Background: an optimization exercise with open tools, aiming at small area and a short achievable clock period. Do not read the settings as production practice. Where RTL was checked, it was by simulation tests only, not by an equivalence proof against the original. Power and IR drop assume default switching activity.

Design melody_player, start of the top module:
module melody_player #(
    parameter int  NOTES    = 32,
    parameter int  HP_W     = 20,
    parameter int  DUR_W    = 16,
    parameter int  TICK_DIV = 16,
    parameter int  GAP_W    = 16,
    localparam int AW       = $clog2(NOTES)
) (
    input  logic             clk,
    input  logic             rst_n,
    input  logic             enable,
    input  logic             mode_loop,
    input  logic             octave_down,
    input  logic [AW:0]      seq_len,
    input  logic [GAP_W-1:0] gap_ticks,
    input  logic             wr_en,
    input  logic [AW-1:0]    wr_addr,
    input  logic [HP_W-1:0]  wr_half,
    input  logic [DUR_W-1:0] wr_dur,
    output logic             tone,
    output logic             busy,
    output logic [AW-1:0]    step,
    output logic             done
);
For scale: ~1,300 flip-flops, roughly 77 I/O pins, about 42,000 um^2 of cells after synthesis.
Settings: LEC_CHECK=0, CAP_MARGIN=20, CORE_MARGIN=2, CORE_UTILIZATION=40, SLEW_MARGIN=20, SYNTH_HIERARCHICAL=1, SYNTH_MINIMUM_KEEP_SIZE=0; clock period 6.0 ns.
run.sh (not shown) runs the stock make flow with config.mk's settings and CLKGATE_MAP_FILE= SYNTH_SCRIPT=/design/flow/synth_recipe.tcl, a recipe that flattens the netlist after the stock synthesis.
The first run finished with timing, DRC and antenna clean.
Change:
==> flow/flow/run.sh (new file) <==
#!/bin/bash
# Layout flow: the standard ORFS flow (standard.sh), with the port
# buffers that buffer_ports inserts made of plain buffers (buf_2) rather than
# the delay cells it picks by default. Everything else is the standard flow.
set -euo pipefail
export BUFFER_PORTS_ARGS="-buffer_cell sky130_fd_sc_hd__buf_2"
bash standard.sh > flow_standard.log 2>&1
==> flow/standard.sh (new file) <==
#!/bin/bash
# synth_recipe.tcl (not shown) runs the flow's synth.tcl, then flattens the netlist and writes it again
# the make line also repeats each setting of config.mk as NAME=value (left out here)
make -C /OpenROAD-flow-scripts/flow DESIGN_CONFIG=/design/flow/config.mk WORK_HOME=/design/flow/orfs CLKGATE_MAP_FILE= SYNTH_SCRIPT=/design/flow/synth_recipe.tcl "${@:-finish}"
--- a/flow/config.mk
+++ b/flow/config.mk
@@ -10,2 +10,3 @@
 export CORE_UTILIZATION = 40
+export SETUP_SLACK_MARGIN = 3.4
 export SLEW_MARGIN = 20
removed: flow/run.sh
After rerunning:
- The changed run finished clean
- sequential share of layout area went down by 3.6 points
- global-route usage rises by 1.1 points
- fmax rose by 42%
- final area rises by 6.8%
- via count goes up by 4.4%
- die area stays the same
- combinational power rises by 8.6%
- worst hold slack degrades by 90 ps
- worst setup slack gains 1200 ps
Change:
==> flow/run.sh (new file) <==
#!/bin/bash
# synth_recipe.tcl (not shown) runs the flow's synth.tcl, then flattens the netlist and writes it again
# the make line also repeats each setting of config.mk as NAME=value (left out here)
make -C /OpenROAD-flow-scripts/flow DESIGN_CONFIG=/design/flow/config.mk WORK_HOME=/design/flow/orfs CLKGATE_MAP_FILE= SYNTH_SCRIPT=/design/flow/synth_recipe.tcl finish
--- a/flow/config.mk
+++ b/flow/config.mk
@@ -10,3 +10,3 @@
 export CORE_UTILIZATION = 40
-export SETUP_SLACK_MARGIN = 3.4
+export SETUP_SLACK_MARGIN = 3.0
 export SLEW_MARGIN = 20
removed: flow/flow/run.sh
removed: flow/standard.sh
=>
- utilization fell by 1.9 points
- via count fell by 1.8%
- routed wire length fell by 2.8%
- non-clock buffer count fell by 97
- combinational power fell by about 5%
- final area fell by 3.7%
- die area does not change
- worst setup slack is worse by 140 ps
- power stays flat
No functional check of the RTL was part of any run of this note.

---

job 8109:
Another version of the RTL of melody_player (not shown whole).
Size in the first run: ~3600 cells after synthesis, roughly 1300 flip-flops, roughly 77 I/O pins, roughly 0.043 mm^2 of cells after synthesis.
Settings: LEC_CHECK=0, CAP_MARGIN=20, CORE_MARGIN=2, CORE_UTILIZATION=60, CTS_CLUSTER_DIAMETER=80, CTS_CLUSTER_SIZE=24, SETUP_SLACK_MARGIN=3.5, SLEW_MARGIN=20, SYNTH_HIERARCHICAL=1, SYNTH_MINIMUM_KEEP_SIZE=0; clock period 6.0 ns.
standard.sh (not shown) runs the stock make flow with config.mk's settings and CLKGATE_MAP_FILE= SYNTH_SCRIPT=/design/flow/synth_recipe.tcl, a recipe that flattens the netlist after the stock synthesis.
==> flow/flow/run.sh <==
#!/bin/bash
# Layout flow: the standard ORFS flow (standard.sh) with two changes:
#  - buffer_ports makes the port buffers of plain buffers (buf_2) rather than
#    the delay cells it picks by default;
#  - half and full adder cells are not used, so synthesis leaves adders as
#    plain gates for abc (as ORFS does when those cells are on DONT_USE_CELLS).
# The make output goes to flow_standard.log; ORFS's own logs are under orfs/logs.
set -euo pipefail
export BUFFER_PORTS_ARGS="-buffer_cell sky130_fd_sc_hd__buf_2"
export DONT_USE_CELLS="sky130_fd_sc_hd__ha_1 sky130_fd_sc_hd__ha_2 sky130_fd_sc_hd__ha_4 sky130_fd_sc_hd__fa_1 sky130_fd_sc_hd__fa_2 sky130_fd_sc_hd__fa_4"
bash standard.sh > flow_standard.log 2>&1
What job 2282 does differently from job 8109 at the input level:
==> flow/flow/run.sh <==
#!/bin/bash
# Layout flow: the standard ORFS flow (standard.sh) with two changes:
#  - buffer_ports makes the port buffers of plain buffers (buf_2) rather than
#    the delay cells it picks by default;
#  - the half and full adder cells join the platform's DONT_USE_CELLS, so
#    synthesis leaves adders as plain gates for abc (ORFS's own behaviour when
#    those cells are on the list) and no later step places them.
# The make output goes to flow_standard.log; ORFS's own logs are under orfs/logs.
set -euo pipefail
export BUFFER_PORTS_ARGS="-buffer_cell sky130_fd_sc_hd__buf_2"
PLATFORM_DONT_USE="sky130_fd_sc_hd__probe_p_8 sky130_fd_sc_hd__probec_p_8 sky130_fd_sc_hd__lpflow_bleeder_1 sky130_fd_sc_hd__lpflow_clkbufkapwr_1 sky130_fd_sc_hd__lpflow_clkbufkapwr_16 sky130_fd_sc_hd__lpflow_clkbufkapwr_2 sky130_fd_sc_hd__lpflow_clkbufkapwr_4 sky130_fd_sc_hd__lpflow_clkbufkapwr_8 sky130_fd_sc_hd__lpflow_clkinvkapwr_1 sky130_fd_sc_hd__lpflow_clkinvkapwr_16 sky130_fd_sc_hd__lpflow_clkinvkapwr_2 sky130_fd_sc_hd__lpflow_clkinvkapwr_4 sky130_fd_sc_hd__lpflow_clkinvkapwr_8 sky130_fd_sc_hd__lpflow_decapkapwr_12 sky130_fd_sc_hd__lpflow_decapkapwr_3 sky130_fd_sc_hd__lpflow_decapkapwr_4 sky130_fd_sc_hd__lpflow_decapkapwr_6 sky130_fd_sc_hd__lpflow_decapkapwr_8 sky130_fd_sc_hd__lpflow_inputiso0n_1 sky130_fd_sc_hd__lpflow_inputiso0p_1 sky130_fd_sc_hd__lpflow_inputiso1n_1 sky130_fd_sc_hd__lpflow_inputiso1p_1 sky130_fd_sc_hd__lpflow_inputisolatch_1 sky130_fd_sc_hd__lpflow_isobufsrc_1 sky130_fd_sc_hd__lpflow_isobufsrc_16 sky130_fd_sc_hd__lpflow_isobufsrc_2 sky130_fd_sc_hd__lpflow_isobufsrc_4 sky130_fd_sc_hd__lpflow_isobufsrc_8 sky130_fd_sc_hd__lpflow_isobufsrckapwr_16 sky130_fd_sc_hd__lpflow_lsbuf_lh_hl_isowell_tap_1 sky130_fd_sc_hd__lpflow_lsbuf_lh_hl_isowell_tap_2 sky130_fd_sc_hd__lpflow_lsbuf_lh_hl_isowell_tap_4 sky130_fd_sc_hd__lpflow_lsbuf_lh_isowell_4 sky130_fd_sc_hd__lpflow_lsbuf_lh_isowell_tap_1 sky130_fd_sc_hd__lpflow_lsbuf_lh_isowell_tap_2 sky130_fd_sc_hd__lpflow_lsbuf_lh_isowell_tap_4"
ADDERS="sky130_fd_sc_hd__ha_1 sky130_fd_sc_hd__ha_2 sky130_fd_sc_hd__ha_4 sky130_fd_sc_hd__fa_1 sky130_fd_sc_hd__fa_2 sky130_fd_sc_hd__fa_4"
bash standard.sh "DONT_USE_CELLS=$PLATFORM_DONT_USE $ADDERS" finish > flow_standard.log 2>&1
diff --git a/flow/config.mk b/flow/config.mk
--- a/flow/config.mk
+++ b/flow/config.mk
@@ -8,5 +8,5 @@
 export CAP_MARGIN = 20
 export CORE_MARGIN = 2
-export CORE_UTILIZATION = 60
+export CORE_UTILIZATION = 40
 export CTS_CLUSTER_DIAMETER = 80
 export CTS_CLUSTER_SIZE = 24
Notes after the runs:
Job 2282 reached the final stage; the timing, design-rule and antenna checks on its layout passed. Going from job 8109 to job 2282, combinational share of power shows a reduction of 1.5 points, via count of the first global-routing pass shows a reduction of 2869, multi-input combinational gate total shows a reduction of 0.59%. The setup slack of job 2282 is larger than that of job 8109. Compared with job 8109, in job 2282 total routing usage reported by global routing dropped 12 points; global routing met3 resource utilization dropped 4.9 points; period utilization dropped 5.0 points; final cell area excluding filler cells dropped 990 um^2.
diff inputs: job 2282 => job 4001
==> flow/flow/run.sh <==
#!/bin/bash
# Layout flow: the standard ORFS flow (standard.sh) with two changes:
#  - buffer_ports makes the port buffers of plain buffers (buf_2) rather than
#    the delay cells it picks by default;
#  - half and full adder cells are not used, so synthesis leaves adders as
#    plain gates for abc (as ORFS does when those cells are on DONT_USE_CELLS).
# The make output goes to flow_standard.log; ORFS's own logs are under orfs/logs.
set -euo pipefail
export BUFFER_PORTS_ARGS="-buffer_cell sky130_fd_sc_hd__buf_2"
export DONT_USE_CELLS="sky130_fd_sc_hd__ha_1 sky130_fd_sc_hd__ha_2 sky130_fd_sc_hd__ha_4 sky130_fd_sc_hd__fa_1 sky130_fd_sc_hd__fa_2 sky130_fd_sc_hd__fa_4"
bash standard.sh > flow_standard.log 2>&1
==> comparison <==
- Between job 2282 and job 4001, hold slack decreased.
- Changes observed in job 4001 relative to job 2282: final worst-path cycle share picked up an extra 3.9 points, total wire length went up.
- STATUS worst setup slack: job 4001 loses against job 2282
- Cmp job 2282 and job 4001 / sequential share of layout area / higher: job 2282
- Job 4001 vs job 2282, synthesized instance count went up by 48.
- Against job 2282 as the reference, job 4001 delivers a lower critical path depth.

afterwards: timing with drivers on the ports:
The flow's constraints put no driver on any port. The routed layouts listed below were extracted and timed again, unchanged, in two steps.
Step 1: set_driving_cell puts a clkbuf_16 on clk and a buf_2 on each other input, an assumption about the parent block.
Step 2, shift: input delay + t, output delay - t, t = (earliest + latest rising clock arrival at the registers) / 2. This alone moves slack from input paths to output paths.
Slacks: no drivers / after step 1 / after step 2; pairs: no drivers / after step 1.
run	t, ns	slack for setup (ns)	clock arrival spread, ns
the first run of note 1	0.799	1.996 / 1.996 / 1.556	0.020 / 0.020
the second run of note 1	0.779	3.172 / 3.172 / 2.449	0.036 / 0.036
the third run of note 1	0.800	3.031 / 2.964 / 2.278	0.033 / 0.033
job 8109	0.700	3.010 / 3.059 / 2.360	0.046 / 0.045
job 2282	0.712	3.307 / 3.332 / 2.621	0.023 / 0.023
job 4001	0.715	3.070 / 3.092 / 2.377	0.032 / 0.032
After both steps setup and hold are still met in every run listed. The setup slack of the third run of note 1, which loses most, moves by -0.067 ns with the drivers and by -0.753 ns with both steps.
